Source: an optimization exercise on an open RTL-to-GDS flow (aim: small area, a short achievable clock period and few clock cycles per item). Production flows keep margins and buffers that such runs may drop.
Function was checked by simulation only, so behaviour that the tests miss may differ from the original.

==> wip/fjord: inputs <==
==> flow/design.v (excerpt) <==
module dfr_top (
    input  logic                 clk,
    input  logic                 rst,
    input  logic                 wb_cyc,
    input  logic                 wb_stb,
    input  logic                 wb_we,
    input  logic [ADDR_W-1:0]    wb_adr,
    input  logic [WB_DATA_W-1:0] wb_dat_w,
    output logic [WB_DATA_W-1:0] wb_dat_r,
    output logic                 wb_ack
);
export LEC_CHECK = 0
export CAP_MARGIN = 20
export CORE_MARGIN = 2
export CORE_UTILIZATION = 40
export SLEW_MARGIN = 20
create_clock -name core_clock -period 12.5 [get_ports {clk}]
standard.sh (not shown) runs the stock make flow with config.mk's settings and CLKGATE_MAP_FILE= SYNTH_SCRIPT=/design/flow/synth_recipe.tcl, a recipe that flattens the netlist after the stock synthesis.
==> flow/flow/run.sh <==
#!/bin/bash
export SETUP_SLACK_MARGIN=8
bash standard.sh > standard.log 2>&1
==> inputs of wip/violet, as changes to wip/fjord <==
--- a/flow/design.v
+++ b/flow/design.v
@@ -25,23 +25,19 @@
     localparam logic [ADDR_W-1:0] WEIGHT_BASE  = 8'h40;   
 endpackage
 import dfr_pkg::*;
 module dfr_mac_lane (
     input  logic                        clk,
-    input  logic                        idle,
     input  logic                        iss_run,
     input  logic                        iss_zero,
     input  logic [NODE_W-1:0]           lane_mask,
     input  logic [NODE_W-1:0]           lane_weight,
     input  logic [NODE_W-1:0]           sample_u,
-    input  logic [NODE_W-1:0]           lane_mask0,
-    input  logic [NODE_W-1:0]           sample0,
     input  logic [NODE_W-1:0]           node_bcast,
     input  logic                        node_byp,     
     input  logic [NODE_W-1:0]           node_new_0,
-    input  logic                        wb1_run,    
-    input  logic                        wb_run,     
+    input  logic                        wb_run,
     input  logic                        wb_rd,
     input  logic                        wb_s0,
     input  logic                        wb_first,
     output logic [NODE_W-1:0]           node_new,
     output logic [NPL-1:0][NODE_W-1:0]  node_r,
@@ -49,13 +45,12 @@
 );
     logic [NODE_W-1:0]   node_old, a_sel, b_sel;
     logic [NODE_W-1:0]   a_q, b_q;
     logic [7:0][2:0]     b_enc;   
     logic [2*NODE_W-1:0] pp_s, pp_c, cs_s, cs_c;
-    assign a_sel = node_byp ? node_new_0 :
-                   (idle ? lane_mask0 : (iss_run ? lane_mask : (iss_zero ? '0 : node_bcast)));
-    assign b_sel = idle ? sample0 : (iss_run ? sample_u : lane_weight);
+    assign a_sel = node_byp ? node_new_0 : (iss_run ? lane_mask : (iss_zero ? '0 : node_bcast));
+    assign b_sel = iss_run ? sample_u : lane_weight;
     dfr_booth_enc u_enc (
         .b   (b_q),
         .enc (b_enc)
     );
     dfr_booth_mul u_mul (
@@ -68,31 +63,24 @@
         a_q     <= a_sel;
         b_q     <= b_sel;
         cs_s    <= pp_s;   
         cs_c    <= pp_c;
     end
-    logic               ovf_q, sign_q, ovf, sign;
-    logic signed [16:0] x_q, x;
     always_comb begin
-        logic [31:0] p;
-        p    = cs_s + cs_c;
-        ovf  = !(p[31:20] == '0 || p[31:20] == '1);
-        sign = p[31];
-        x    = p[20:4];
-    end
-    always_ff @(posedge clk) begin
-        if (wb1_run) begin
-            ovf_q  <= ovf;
-            sign_q <= sign;
-            x_q    <= x;
-        end
-    end
-    always_comb begin
-        logic signed [17:0] pre;
+        logic [32:0] p_full;
+        logic        ovf, cin4, flip;
+        logic [17:0] h18, w, x17e, pre;
         node_old = wb_s0 ? '0 : node_r[0];
-        pre      = 18'(x_q) + 18'($signed(node_old) >>> 1);
-        if (ovf_q) node_new = sign_q ? 16'h8000 : 16'h7fff;
+        p_full   = {1'b0, cs_s} + {1'b0, cs_c};
+        ovf      = !(p_full[31:20] == '0 || p_full[31:20] == '1);
+        cin4     = (5'(cs_s[3:0]) + 5'(cs_c[3:0])) >> 4;
+        h18      = 18'($signed(node_old) >>> 1);
+        x17e     = 18'(cs_s[20:4]) + 18'(cs_c[20:4]) + 18'(cin4);
+        w        = 18'(cs_s[20:4]) + 18'(cs_c[20:4]) + 18'(cin4) + h18;
+        flip     = x17e[16] ^ x17e[17];
+        pre      = {w[17] ^ flip, w[16:0]};
+        if (ovf) node_new = p_full[31] ? 16'h8000 : 16'h7fff;
         else if (pre[17:15] == '0 || pre[17:15] == '1) node_new = pre[15:0];
         else node_new = pre[17] ? 16'h8000 : 16'h7fff;
     end
     always_ff @(posedge clk) begin
         if (wb_run) begin
@@ -177,78 +165,66 @@
 endmodule
 import dfr_pkg::*;
 module dfr_reservoir (
     input  logic                              clk,
     input  logic                              rst,
-    input  logic                              idle,
-    input  logic                              pre_v,
     input  logic                              iss_v,
     input  logic                              iss_run,
     input  logic                              iss_s0,
     input  logic                              iss_zero,
     input  logic                              iss_last,
     input  logic [NPL_W-1:0]                  iss_i,
     input  logic [NODE_IDX_W-1:0]             iss_k,
     input  logic [N_LANES-1:0][NODE_W-1:0]    lane_mask,
     input  logic [N_LANES-1:0][NODE_W-1:0]    lane_weight,
     input  logic [NODE_W-1:0]                 sample_u,
-    input  logic [N_LANES-1:0][NODE_W-1:0]    lane_mask0,
-    input  logic [NODE_W-1:0]                 sample0,
     output logic                              last_p1,
     output logic                              rd_last,
     output logic [N_OUT-1:0][ACC_W-1:0]       out_sums
 );
     logic                 v1, run1, s01, first1, last1, v2, run2, s02, first2, last2;
-    logic                 v3, s03;
     logic                 wb_run;
     logic [NODE_W-1:0]    node_bcast;
     logic [N_LANES-1:0][NODE_W-1:0]           node_new;
     logic [N_LANES-1:0][NPL-1:0][NODE_W-1:0]  node_r;
     always_ff @(posedge clk) begin
         if (rst) begin
             v1 <= 1'b0;
             v2 <= 1'b0;
-            v3 <= 1'b0;
         end else begin
-            v1 <= iss_v || pre_v;
+            v1 <= iss_v;
             v2 <= v1;
-            v3 <= v2 && run2;
         end
     end
     always_ff @(posedge clk) begin
-        run1   <= iss_run || pre_v;
-        s01    <= iss_s0 || pre_v;
+        run1   <= iss_run;
+        s01    <= iss_s0;
         first1 <= iss_k == '0;
         last1  <= iss_last;
         run2   <= run1;
         s02    <= s01;
         first2 <= first1;
         last2  <= last1;
-        s03    <= s02;
     end
     assign last_p1 = v1 && last1;
     assign rd_last = v2 && last2;
-    assign wb_run  = v3;
+    assign wb_run  = v2 && run2;
     assign node_bcast = node_r[iss_k / NPL][iss_k % NPL];
     for (genvar l = 0; l < N_LANES; l++) begin : g_lane
         dfr_mac_lane u_lane (
             .clk         (clk),
-            .idle        (idle),
             .iss_run     (iss_run),
             .iss_zero    (iss_zero),
             .lane_mask   (lane_mask[l]),
             .lane_weight (lane_weight[l]),
             .sample_u    (sample_u),
-            .lane_mask0  (lane_mask0[l]),
-            .sample0     (sample0),
             .node_bcast  (node_bcast),
             .node_byp    (wb_run && !iss_run),
             .node_new_0  (node_new[0]),
-            .wb1_run     (v2 && run2),
             .wb_run      (wb_run),
             .wb_rd       (v2 && !run2),
-            .wb_s0       (s03),
+            .wb_s0       (s02),
             .wb_first    (first2),
             .node_new    (node_new[l]),
             .node_r      (node_r[l]),
             .out_sum     (out_sums[l])
         );
@@ -263,28 +239,24 @@
     input  logic [CNT_W-1:0]        main_cnt,
     input  logic                    last_p1,     
     input  logic                    last_wb,     
     output logic                    core_busy,
     output logic                    stat_done,
-    output logic                    idle,        
-    output logic                    pre_v,       
     output logic                    iss_v,
     output logic                    iss_run,
     output logic                    iss_s0,      
     output logic                    iss_zero,    
     output logic                    iss_last,
     output logic [NPL_W-1:0]        iss_i,
     output logic [NODE_IDX_W-1:0]   iss_k,
     output logic [SAMPLE_IDX_W-1:0] sample_idx
 );
-    localparam logic [1:0] IDLE = 2'd0, RUN = 2'd1, GAP = 2'd2, READ = 2'd3;
+    localparam logic [1:0] IDLE = 2'd0, RUN = 2'd1, READ = 2'd3;
     logic [1:0]       phase;
     logic [TOT_W-1:0] rem;
     logic             i_last;
     assign i_last    = NPL == 1 || iss_i == NPL_W'(NPL - 1);
-    assign idle      = phase == IDLE;
-    assign pre_v     = idle && start && main_cnt != '0;
     assign iss_v     = phase == RUN || phase == READ;
     assign iss_run   = phase == RUN;
     assign iss_last  = phase == READ && iss_k == NODE_IDX_W'(N_NODES - 1);
     assign stat_done = !core_busy || last_wb || last_p1;
     always_ff @(posedge clk) begin
@@ -301,11 +273,11 @@
             if (last_wb) core_busy <= 1'b0;
             case (phase)
                 IDLE: begin
                     if (start) begin
                         core_busy  <= 1'b1;
-                        iss_i      <= NPL_W'(1);   
+                        iss_i      <= '0;
                         iss_k      <= '0;
                         iss_s0     <= 1'b1;
                         sample_idx <= '0;
                         rem        <= TOT_W'(init_cnt) + TOT_W'(main_cnt);
                         iss_zero   <= main_cnt == '0;
@@ -316,14 +288,13 @@
                     iss_i <= i_last ? '0 : iss_i + 1'b1;
                     if (i_last) begin
                         iss_s0     <= 1'b0;
                         sample_idx <= sample_idx + 1'b1;
                         rem        <= rem - 1'b1;
-                        if (rem == TOT_W'(1)) phase <= GAP;
+                        if (rem == TOT_W'(1)) phase <= READ;
                     end
                 end
-                GAP: phase <= READ;   
                 READ: begin
                     iss_k <= iss_k + 1'b1;
                     if (iss_last) phase <= IDLE;
                 end
                 default: phase <= IDLE;
@@ -351,12 +322,10 @@
     input  logic [NODE_IDX_W-1:0]             iss_k,
     input  logic [SAMPLE_IDX_W-1:0]           sample_idx,
     output logic [N_LANES-1:0][NODE_W-1:0]    lane_mask,     
     output logic [N_LANES-1:0][NODE_W-1:0]    lane_weight,   
     output logic [NODE_W-1:0]                 sample_u,      
-    output logic [N_LANES-1:0][NODE_W-1:0]    lane_mask0,    
-    output logic [NODE_W-1:0]                 sample0,       
     input  logic [N_OUT-1:0][ACC_W-1:0]       out_sums
 );
     logic [NODE_W-1:0]    mask_mem   [N_NODES];
     logic [NODE_W-1:0]    sample_mem [MAX_SAMPLES];
     logic [NODE_W-1:0]    weight_mem [N_OUT * N_NODES];
@@ -397,14 +366,10 @@
             lane_mask[l]   = mask_mem[l * NPL + int'(msel)];
             lane_weight[l] = weight_mem[l * N_NODES + int'(wsel)];
         end
     end
     assign sample_u = sample_mem[ssel];
-    assign sample0  = sample_mem[0];
-    always_comb begin
-        for (int l = 0; l < N_LANES; l++) lane_mask0[l] = mask_mem[l * NPL];
-    end
     always_comb begin
         rd = '0;
         case (wb_adr[7:4])
             4'h0: begin
                 if (wb_adr[3]) begin
@@ -437,19 +402,18 @@
     input  logic [WB_DATA_W-1:0] wb_dat_w,
     output logic [WB_DATA_W-1:0] wb_dat_r,
     output logic                 wb_ack
 );
     logic                           start, core_busy, stat_done;
-    logic                           idle, pre_v, iss_v, iss_run, iss_last, iss_s0, iss_zero;
+    logic                           iss_v, iss_run, iss_last, iss_s0, iss_zero;
     logic                           last_p1, rd_last;
     logic [NPL_W-1:0]               iss_i;
     logic [NODE_IDX_W-1:0]          iss_k;
     logic [SAMPLE_IDX_W-1:0]        sample_idx;
     logic [CNT_W-1:0]               init_cnt, main_cnt;
     logic [N_LANES-1:0][NODE_W-1:0] lane_mask, lane_weight;
-    logic [NODE_W-1:0]              sample_u, sample0;
-    logic [N_LANES-1:0][NODE_W-1:0] lane_mask0;
+    logic [NODE_W-1:0]              sample_u;
     logic [N_OUT-1:0][ACC_W-1:0]    out_sums;
     dfr_wb_regs u_regs (.*);
     dfr_core_controller u_ctrl (
         .*,
         .last_wb (rd_last)
==> flow/flow/run.sh (replaced) <==
#!/bin/bash
export SETUP_SLACK_MARGIN=7
bash standard.sh > standard.log 2>&1
==> inputs of wip/sierra, as changes to wip/fjord <==
CTS_CLUSTER_DIAMETER = 100   (was not set)
CTS_CLUSTER_SIZE = 20   (was not set)
==> flow_summary.toml <==
[synth]
synth_top_area_frac = 0.368
synth_common_cells = "edfxtp_1 (1228), inv_1 (909), xnor2_1 (606)"
ys_ff_latch = 1670
synthMuxAreaShare = 0.0837

[worst_setup_path]
crit_buf_inv = 4

[run_status]
status = "timing/DRC/antenna clean"

[floorplanning]
coreArea_um2 = 249000
die_area_um2 = 254000

[sta]
fmax_ghz = 0.222
(the above is from wip/sierra)
==> flow_summary.toml <==
[run_status]
status = "timing/DRC/antenna clean"

[worst_setup_path]
crit_cells = 9
reg2reg_depth = 12

[floorplanning]
die_area_um2 = 248000
coreArea_um2 = 243000

[grt]
grt_util_met2 = 0.348

[synth]
ys_ff_latch = 1592
synth_common_cells = "edfxtp_1 (1152), ha_1 (603), xnor2_1 (583)"
synth_top_area_frac = 0.354
synthMuxAreaShare = 0.0872

[sta]
fmax_ghz = 0.187
(the above is from wip/violet)
==> flow_summary.toml <==
[run_status]
status = "timing/DRC/antenna clean"

[worst_setup_path]
crit_buf_inv = 5
required_ns = 13.19
slowest_stage = "mux4_2"

[final_layout]
nFlopsAndLatches = 1670

[synth]
ys_ff_latch = 1670
synth_top_area_frac = 0.368
synthMuxAreaShare = 0.0837

[floorplanning]
coreArea_um2 = 249000
die_area_um2 = 254000
(the above is from wip/fjord)
Testbench counts of wip/fjord, summed over its fixed seeds: cycles 16,820, jobs 256.
Testbench counts of wip/violet, summed over its fixed seeds: cycles 16,820, jobs 256.
Testbench counts of wip/sierra, summed over its fixed seeds: cycles 16,820, jobs 256.

==> separate check: timing with driven ports <==
No port has a modelled driver above. Below, the same layouts with a new extraction and two added sets of constraints. Step 1, drivers: a clkbuf_16 drives clk and a buf_2 each remaining input, both assumed. Step 2 also shifts input and output timing later by t, the mid clock arrival at the registers, as if the neighbouring blocks saw the same clock. Three values: ideal, step 1, step 2; two values: the first two.
| run | shift t [ns] | slack for setup (ns) | worst hold slack (ns) |
|---|---|---|---|
| wip/fjord | 0.934 | 7.967 / 7.951 / 7.066 | 0.325 / 0.325 / 0.325 |
| wip/violet | 0.918 | 7.147 / 7.149 / 6.295 | 0.325 / 0.325 / 0.325 |
| wip/sierra | 0.902 | 7.989 / 7.933 / 7.084 | 0.327 / 0.327 / 0.327 |
After both steps setup and hold are still met in every run listed. The setup slack of wip/sierra, which loses most, moves by -0.056 ns with the drivers and by -0.905 ns with both steps.
